From an optimization exercise on the open Yosys and OpenROAD flow, aimed at small area, a short achievable clock period and few clock cycles per item; shortcuts taken in it are not production practice.
At most, simulation tests tie the RTL to the original design; equivalence was not proved.

Setup of the previous run:
==> flow/design.v <==
`timescale 1ns / 1ps
`default_nettype none
package ckcs_pkg;
	localparam int unsigned LUMA_W    = 8;
	localparam int unsigned CHROMA_W  = 8;
	localparam int unsigned ROW_W     = 9;
	localparam int unsigned COL_W     = 10;
	localparam int unsigned THR_W     = 10;
	localparam int unsigned KEY_W     = 24;
	localparam int unsigned CFG_IDX_W = 3;
	localparam int unsigned CFG_DAT_W = 24;
	localparam int unsigned IN_BITS    = 4 * LUMA_W + ROW_W + COL_W;
	localparam int unsigned IN_TDATA_W = ((IN_BITS + 7) / 8) * 8;
	localparam int unsigned OUT_BITS    = 2 * (ROW_W + COL_W);
	localparam int unsigned OUT_TDATA_W = ((OUT_BITS + 7) / 8) * 8;
	typedef enum logic [CFG_IDX_W-1:0] {
		CFG_LEFT_X      = 3'd0,
		CFG_LEFT_Y      = 3'd1,
		CFG_RIGHT_X     = 3'd2,
		CFG_RIGHT_Y     = 3'd3,
		CFG_LEFT_KEY    = 3'd4,
		CFG_RIGHT_KEY   = 3'd5,
		CFG_THRESHOLD   = 3'd6
	} cfg_index_t;
	localparam logic [KEY_W-1:0] KEY_RESET = 24'hFF8080;
	localparam logic [THR_W-1:0] THR_RESET = 10'd15;
	typedef struct packed {
		logic             frame_end;
		logic [COL_W-1:0] pair_column;
		logic [ROW_W-1:0] pixel_row;
		logic [7:0]       chroma_red;
		logic [7:0]       luma_second;
		logic [7:0]       chroma_blue;
		logic [7:0]       luma_first;
	} pixel_pair_t;
	typedef struct packed {
		logic [ROW_W-1:0] row;
		logic [COL_W-1:0] col;
	} corner_t;
	function automatic logic [7:0] abs_diff(input logic [7:0] a, input logic [7:0] b);
		abs_diff = (a > b) ? (a - b) : (b - a);
	endfunction
	function automatic logic [THR_W-1:0] color_dist(input logic [7:0] y, input logic [7:0] u,
			input logic [7:0] v, input logic [KEY_W-1:0] key);
		color_dist = THR_W'(abs_diff(key[23:16], y)) + THR_W'(abs_diff(key[15:8], u))
			+ THR_W'(abs_diff(key[7:0], v));
	endfunction
endpackage
`default_nettype wire
`timescale 1ns / 1ps
`default_nettype none
module color_key_corner_search #(
	parameter int unsigned FRAME_WIDTH  = 640,
	parameter int unsigned FRAME_HEIGHT = 480,
	parameter int unsigned RADIUS       = 25
) (
	input  wire logic                                clk,
	input  wire logic                                arst_n,
	input  wire logic                                s_axis_tvalid,
	output logic                                     s_axis_tready,
	input  wire logic [ckcs_pkg::IN_TDATA_W-1:0]     s_axis_tdata,
	input  wire logic                                s_axis_tlast,
	output logic                                     m_axis_tvalid,
	input  wire logic                                m_axis_tready,
	output logic [ckcs_pkg::OUT_TDATA_W-1:0]         m_axis_tdata,
	input  wire logic                                cfg_wen,
	input  wire logic [ckcs_pkg::CFG_IDX_W-1:0]      cfg_addr,
	input  wire logic [ckcs_pkg::CFG_DAT_W-1:0]      cfg_wdata
);
	localparam logic [10:0] RAD = 11'(RADIUS);
	logic        cw_q;          
	logic [2:0]  cw_addr_q;
	logic [9:0]  cw_data_q;
	logic [10:0] w_c, w_hi;
	logic [9:0]  w_lo;
	always_comb begin
		w_c  = cw_addr_q[0] ? 11'(cw_data_q[8:0]) : 11'(cw_data_q);
		w_lo = 10'((w_c > RAD) ? ((w_c - RAD) >> 1) : 11'd0);
		if (cw_addr_q[0]) begin
			w_hi = (w_c + RAD <= 11'(FRAME_HEIGHT)) ? (w_c + RAD - 11'd1) : 11'(FRAME_HEIGHT - 1);
		end else begin
			w_hi = (w_c + RAD <= 11'(FRAME_WIDTH)) ? (w_c + RAD - 11'd1) : 11'(FRAME_WIDTH - 1);
		end
	end
	always_ff @(posedge clk) begin
		cw_addr_q <= cfg_addr;
		cw_data_q <= cfg_wdata[9:0];
	end
	logic [8:0]  l_sxh, r_sxh;      
	logic [9:0]  l_exm1, r_exm1;    
	logic [7:0]  l_syh, r_syh;      
	logic [8:0]  l_eym1, r_eym1;    
	logic [23:0] l_nkey, r_nkey;    
	logic [10:0] nthr;              
	always_ff @(posedge clk or negedge arst_n) begin
		if (!arst_n) begin
			l_sxh  <= '0;
			l_exm1 <= 10'(RADIUS - 1);
			l_syh  <= '0;
			l_eym1 <= 9'(RADIUS - 1);
			r_sxh  <= '0;
			r_exm1 <= 10'(RADIUS - 1);
			r_syh  <= '0;
			r_eym1 <= 9'(RADIUS - 1);
			l_nkey <= ~ckcs_pkg::KEY_RESET;
			r_nkey <= ~ckcs_pkg::KEY_RESET;
			nthr   <= 11'd1024 - 11'(ckcs_pkg::THR_RESET);
		end else begin
			if (cw_q && !cw_addr_q[2]) begin
				case (cw_addr_q[1:0])
					2'd0: begin l_sxh <= w_lo[8:0]; l_exm1 <= w_hi[9:0]; end
					2'd1: begin l_syh <= w_lo[7:0]; l_eym1 <= w_hi[8:0]; end
					2'd2: begin r_sxh <= w_lo[8:0]; r_exm1 <= w_hi[9:0]; end
					default: begin r_syh <= w_lo[7:0]; r_eym1 <= w_hi[8:0]; end
				endcase
			end
			if (cfg_wen) begin
				case (cfg_addr)
					3'd4: l_nkey <= ~cfg_wdata[23:0];
					3'd5: r_nkey <= ~cfg_wdata[23:0];
					3'd6: nthr   <= 11'd1024 - 11'(cfg_wdata[9:0]);
					default: ;
				endcase
			end
		end
	end
	logic [8:0] i_row, i_ch;
	assign i_row = s_axis_tdata[40:32];
	assign i_ch  = s_axis_tdata[50:42];
	function automatic logic [8:0] kdiff(input logic [7:0] x, input logic [7:0] nk);
		logic [8:0] t;
		t     = 9'(x) + 9'(nk);
		kdiff = {t[8], t[7:0] ^ {8{~t[8]}}};
	endfunction
	logic        tready_q, v1_q, v2_q, in_frame_q, res_valid_q;
	logic        last1_q, lin1_q, rin1_q;
	logic [8:0]  row1_q, ch1_q;
	logic [8:0]  ly0_q, ly1_q, lu_q, lv_q, ry0_q, ry1_q, ru_q, rv_q;
	always_ff @(posedge clk) begin
		ly0_q   <= kdiff(s_axis_tdata[7:0],   l_nkey[23:16]);
		ly1_q   <= kdiff(s_axis_tdata[23:16], l_nkey[23:16]);
		lu_q    <= kdiff(s_axis_tdata[15:8],  l_nkey[15:8]);
		lv_q    <= kdiff(s_axis_tdata[31:24], l_nkey[7:0]);
		ry0_q   <= kdiff(s_axis_tdata[7:0],   r_nkey[23:16]);
		ry1_q   <= kdiff(s_axis_tdata[23:16], r_nkey[23:16]);
		ru_q    <= kdiff(s_axis_tdata[15:8],  r_nkey[15:8]);
		rv_q    <= kdiff(s_axis_tdata[31:24], r_nkey[7:0]);
		row1_q  <= i_row;
		ch1_q   <= i_ch;
		last1_q <= s_axis_tlast;
		lin1_q  <= (i_row[8:1] >= l_syh) && (i_row <= l_eym1) && (i_ch >= l_sxh) && (i_ch <= l_exm1[9:1]);
		rin1_q  <= (i_row[8:1] >= r_syh) && (i_row <= r_eym1) && (i_ch >= r_sxh) && (i_ch <= r_exm1[9:1]);
	end
	function automatic logic kmatch(input logic [8:0] dy, input logic [9:0] s1,
			input logic [9:0] k1, input logic dv_c, input logic nt_hi);
		logic [9:0]  y, s2;
		logic [10:0] k2;
		logic        co;
		y  = {2'b00, dy[7:0]};
		s2 = s1 ^ k1 ^ y;
		k2 = {(s1 & k1) | (s1 & y) | (k1 & y), dv_c};
		co = {s2, dy[8]} > {~k2[9:0], 1'b0};
		kmatch = ~(k2[10] ^ nt_hi ^ co);
	endfunction
	logic [9:0] l_a, l_b, l_s1, l_k1, r_a, r_b, r_s1, r_k1;
	logic [1:0] lm, rm;
	logic       last2_q, lin2_q, rin2_q;
	logic [1:0] lm2_q, rm2_q;
	logic       lhit2, lb2, rhit2, rb2;
	logic [8:0] row2_q, ch2_q;
	logic [10:0] ql2_q, qr2_q;    
	always_comb begin
		l_a  = {2'b00, lu_q[7:0]};
		l_b  = {2'b00, lv_q[7:0]};
		l_s1 = l_a ^ l_b ^ nthr[9:0];
		l_k1 = {(l_a & l_b) | (l_a & nthr[9:0]) | (l_b & nthr[9:0]), lu_q[8]};
		r_a  = {2'b00, ru_q[7:0]};
		r_b  = {2'b00, rv_q[7:0]};
		r_s1 = r_a ^ r_b ^ nthr[9:0];
		r_k1 = {(r_a & r_b) | (r_a & nthr[9:0]) | (r_b & nthr[9:0]), ru_q[8]};
		lm[0] = kmatch(ly0_q, l_s1, l_k1[9:0], lv_q[8], nthr[10]);
		lm[1] = kmatch(ly1_q, l_s1, l_k1[9:0], lv_q[8], nthr[10]);
		rm[0] = kmatch(ry0_q, r_s1, r_k1[9:0], rv_q[8], nthr[10]);
		rm[1] = kmatch(ry1_q, r_s1, r_k1[9:0], rv_q[8], nthr[10]);
	end
	always_ff @(posedge clk) begin
		row2_q  <= row1_q;
		ch2_q   <= ch1_q;
		ql2_q   <= 11'(row1_q) - 11'({ch1_q, 1'b0}) - 11'd1;
		qr2_q   <= 11'(row1_q) + 11'({ch1_q, 1'b0});
		last2_q <= last1_q;
		lin2_q  <= lin1_q;
		rin2_q  <= rin1_q;
		lm2_q   <= lm;
		rm2_q   <= rm;
	end
	logic [8:0]  lb_row, rb_row;
	logic [9:0]  lb_col, rb_col;
	logic        l_upd, r_upd, load;
	function automatic logic nonneg3(input logic [12:0] a, input logic [12:0] b,
			input logic [12:0] c, input logic e0, input logic e1);
		logic [12:0] s1, k1;
		logic        co;
		s1 = a ^ b ^ c;
		k1 = {((a[11:0] & b[11:0]) | (a[11:0] & c[11:0]) | (b[11:0] & c[11:0])), e0};
		co = {s1[11:0], e1} > {~k1[11:0], 1'b0};
		nonneg3 = ~(s1[12] ^ k1[12] ^ co);
	endfunction
	always_comb begin
		lhit2 = lin2_q && (lm2_q[0] || lm2_q[1]);
		lb2 = !lm2_q[0];
		rhit2 = rin2_q && (rm2_q[0] || rm2_q[1]);
		rb2 = rm2_q[1];
		l_upd = v2_q && lhit2 && nonneg3({{2{ql2_q[10]}}, ql2_q}, {3'd0, lb_col}, ~{4'd0, lb_row},
			!lb2, 1'b0);
		r_upd = v2_q && rhit2 && nonneg3({2'd0, qr2_q}, ~{3'd0, rb_col}, ~{4'd0, rb_row},
			rb2, 1'b1);
		load  = !v2_q && !in_frame_q && !res_valid_q;
	end
	always_ff @(posedge clk) begin
		if (load) begin
			lb_row <= {l_syh, 1'b0};
			lb_col <= l_exm1;
			rb_row <= {r_syh, 1'b0};
			rb_col <= {r_sxh, 1'b0};
		end else begin
			if (l_upd) begin
				lb_row <= row2_q;
				lb_col <= {ch2_q, lb2};
			end
			if (r_upd) begin
				rb_row <= row2_q;
				rb_col <= {ch2_q, rb2};
			end
		end
	end
	always_ff @(posedge clk or negedge arst_n) begin
		if (!arst_n) begin
			tready_q    <= 1'b1;
			cw_q        <= 1'b0;
			v1_q        <= 1'b0;
			v2_q        <= 1'b0;
			in_frame_q  <= 1'b0;
			res_valid_q <= 1'b0;
		end else begin
			cw_q <= cfg_wen;
			v1_q <= s_axis_tvalid && tready_q;
			v2_q <= v1_q;
			if (cfg_wen || (s_axis_tvalid && tready_q && s_axis_tlast)) begin
				tready_q <= 1'b0;
			end else if ((res_valid_q && m_axis_tready) || cw_q) begin
				tready_q <= 1'b1;
			end
			if (v2_q) begin
				in_frame_q <= !last2_q;
			end
			if (v2_q && last2_q) begin
				res_valid_q <= 1'b1;
			end else if (m_axis_tready) begin
				res_valid_q <= 1'b0;
			end
		end
	end
	assign s_axis_tready = tready_q;
	assign m_axis_tvalid = res_valid_q;
	assign m_axis_tdata  = {2'b00, rb_row, rb_col, lb_row, lb_col};
endmodule
`default_nettype wire
Settings: LEC_CHECK=0, CAP_MARGIN=20, CORE_MARGIN=2, CORE_UTILIZATION=40, SETUP_SLACK_MARGIN=4.4, SLEW_MARGIN=20; clock period 7.5 ns.
standard.sh (not shown) runs the stock make flow with config.mk's settings and CLKGATE_MAP_FILE= SYNTH_SCRIPT=/design/flow/synth_recipe.tcl, a recipe that flattens the netlist after the stock synthesis.
==> flow/flow/run.sh <==
#!/bin/bash
# Standard layout, with the port buffers made from buf_1 cells.
cp standard.sh standard_sh.txt
export BUFFER_PORTS_ARGS="-buffer_cell sky130_fd_sc_hd__buf_1"
bash standard.sh > standard.log 2>&1
Testbench counts of the previous run, summed over its fixed seeds: cycles 2,457,656, items 2,457,600.
## Diff of input files: the current run against the previous run
diff --git a/flow/design.v b/flow/design.v
--- a/flow/design.v
+++ b/flow/design.v
@@ -163,13 +163,10 @@
 		kmatch = ~(k2[10] ^ nt_hi ^ co);
 	endfunction
 	logic [9:0] l_a, l_b, l_s1, l_k1, r_a, r_b, r_s1, r_k1;
 	logic [1:0] lm, rm;
-	logic       last2_q, lin2_q, rin2_q;
-	logic [1:0] lm2_q, rm2_q;
-	logic       lhit2, lb2, rhit2, rb2;
+	logic       last2_q, lhit2_q, lb2_q, rhit2_q, rb2_q;
 	logic [8:0] row2_q, ch2_q;
-	logic [10:0] ql2_q, qr2_q;    
 	always_comb begin
 		l_a  = {2'b00, lu_q[7:0]};
 		l_b  = {2'b00, lv_q[7:0]};
 		l_s1 = l_a ^ l_b ^ nthr[9:0];
@@ -185,37 +182,33 @@
 	end
 	always_ff @(posedge clk) begin
 		row2_q  <= row1_q;
 		ch2_q   <= ch1_q;
-		ql2_q   <= 11'(row1_q) - 11'({ch1_q, 1'b0}) - 11'd1;
-		qr2_q   <= 11'(row1_q) + 11'({ch1_q, 1'b0});
 		last2_q <= last1_q;
-		lin2_q  <= lin1_q;
-		rin2_q  <= rin1_q;
-		lm2_q   <= lm;
-		rm2_q   <= rm;
+		lhit2_q <= lin1_q && (lm[0] || lm[1]);
+		lb2_q   <= !lm[0];
+		rhit2_q <= rin1_q && (rm[0] || rm[1]);
+		rb2_q   <= rm[1];
 	end
 	logic [8:0]  lb_row, rb_row;
 	logic [9:0]  lb_col, rb_col;
 	logic        l_upd, r_upd, load;
-	function automatic logic nonneg3(input logic [12:0] a, input logic [12:0] b,
-			input logic [12:0] c, input logic e0, input logic e1);
-		logic [12:0] s1, k1;
+	function automatic logic nonneg4(input logic [12:0] a, input logic [12:0] b,
+			input logic [12:0] c, input logic [12:0] d, input logic e0, input logic e1);
+		logic [12:0] s1, k1, s2, k2;
 		logic        co;
 		s1 = a ^ b ^ c;
-		k1 = {((a[11:0] & b[11:0]) | (a[11:0] & c[11:0]) | (b[11:0] & c[11:0])), e0};
-		co = {s1[11:0], e1} > {~k1[11:0], 1'b0};
-		nonneg3 = ~(s1[12] ^ k1[12] ^ co);
+		k1 = {((a & b) | (a & c) | (b & c)), e0};
+		s2 = s1 ^ k1 ^ d;
+		k2 = {((s1[11:0] & k1[11:0]) | (s1[11:0] & d[11:0]) | (k1[11:0] & d[11:0])), e1};
+		co = {s2[11:0], 1'b0} > {~k2[11:0], 1'b0};
+		nonneg4 = ~(s2[12] ^ k2[12] ^ co);
 	endfunction
 	always_comb begin
-		lhit2 = lin2_q && (lm2_q[0] || lm2_q[1]);
-		lb2 = !lm2_q[0];
-		rhit2 = rin2_q && (rm2_q[0] || rm2_q[1]);
-		rb2 = rm2_q[1];
-		l_upd = v2_q && lhit2 && nonneg3({{2{ql2_q[10]}}, ql2_q}, {3'd0, lb_col}, ~{4'd0, lb_row},
-			!lb2, 1'b0);
-		r_upd = v2_q && rhit2 && nonneg3({2'd0, qr2_q}, ~{3'd0, rb_col}, ~{4'd0, rb_row},
-			rb2, 1'b1);
+		l_upd = v2_q && lhit2_q && nonneg4({4'd0, row2_q}, {3'd0, lb_col}, ~{4'd0, lb_row},
+			~{3'd0, ch2_q, 1'b0}, !lb2_q, 1'b0);
+		r_upd = v2_q && rhit2_q && nonneg4({4'd0, row2_q}, {3'd0, ch2_q, 1'b0}, ~{4'd0, rb_row},
+			~{3'd0, rb_col}, rb2_q, 1'b1);
 		load  = !v2_q && !in_frame_q && !res_valid_q;
 	end
 	always_ff @(posedge clk) begin
 		if (load) begin
@@ -225,13 +218,13 @@
 			rb_col <= {r_sxh, 1'b0};
 		end else begin
 			if (l_upd) begin
 				lb_row <= row2_q;
-				lb_col <= {ch2_q, lb2};
+				lb_col <= {ch2_q, lb2_q};
 			end
 			if (r_upd) begin
 				rb_row <= row2_q;
-				rb_col <= {ch2_q, rb2};
+				rb_col <= {ch2_q, rb2_q};
 			end
 		end
 	end
 	always_ff @(posedge clk or negedge arst_n) begin
Results
The current run: number of violations reported at the end of detailed-routing iteration 0 is 98 higher than what the previous run reported. Delta (the current run minus the previous run): sum of routed wire length over all layers essentially unchanged; fraction of area in non-clock buffers now sits higher; detailed-placement wirelength estimate went down; post-synthesis sequential element count shows a reduction of 23. Compared to the previous run, the current run was floorplanned on a smaller die. Re synthesized cell count: the previous run and the current run aren't equal, and the higher value belongs to the previous run.
Function not checked in the current run: the RTL went through the layout flow alone.

-- afterwards: timing with drivers on the ports --
Ports are ideal in the flow. The routed layouts listed here were re-timed in OpenROAD. Step 1 sets driving cells, clkbuf_16 on the clock port and buf_2 on the other inputs (assumed; they add their load-dependent delay and slew). Step 2 also shifts input and output timing later by t, the mid clock arrival at the registers, as if the neighbouring blocks saw the same clock. Slacks: no drivers / after step 1 / after step 2; pairs: no drivers / after step 1.
| run | shift t [ns] | setup slack, ns | worst setup path at the end | latest minus earliest clock arrival (ns) | worst data-port slew with drivers (ns) |
|---|---|---|---|---|---|
| the previous run | 0.603 | 4.454 / 4.454 / 3.916 | input to register | 0.025 / 0.025 | 0.08 |
| the current run | 0.597 | 4.117 / 4.117 / 3.890 | input to register | 0.028 / 0.028 | 0.09 |
After both steps every run listed still meets setup and hold. The setup slack of the previous run, which loses most, moves by 0.000 ns with the drivers and by -0.538 ns with both steps.
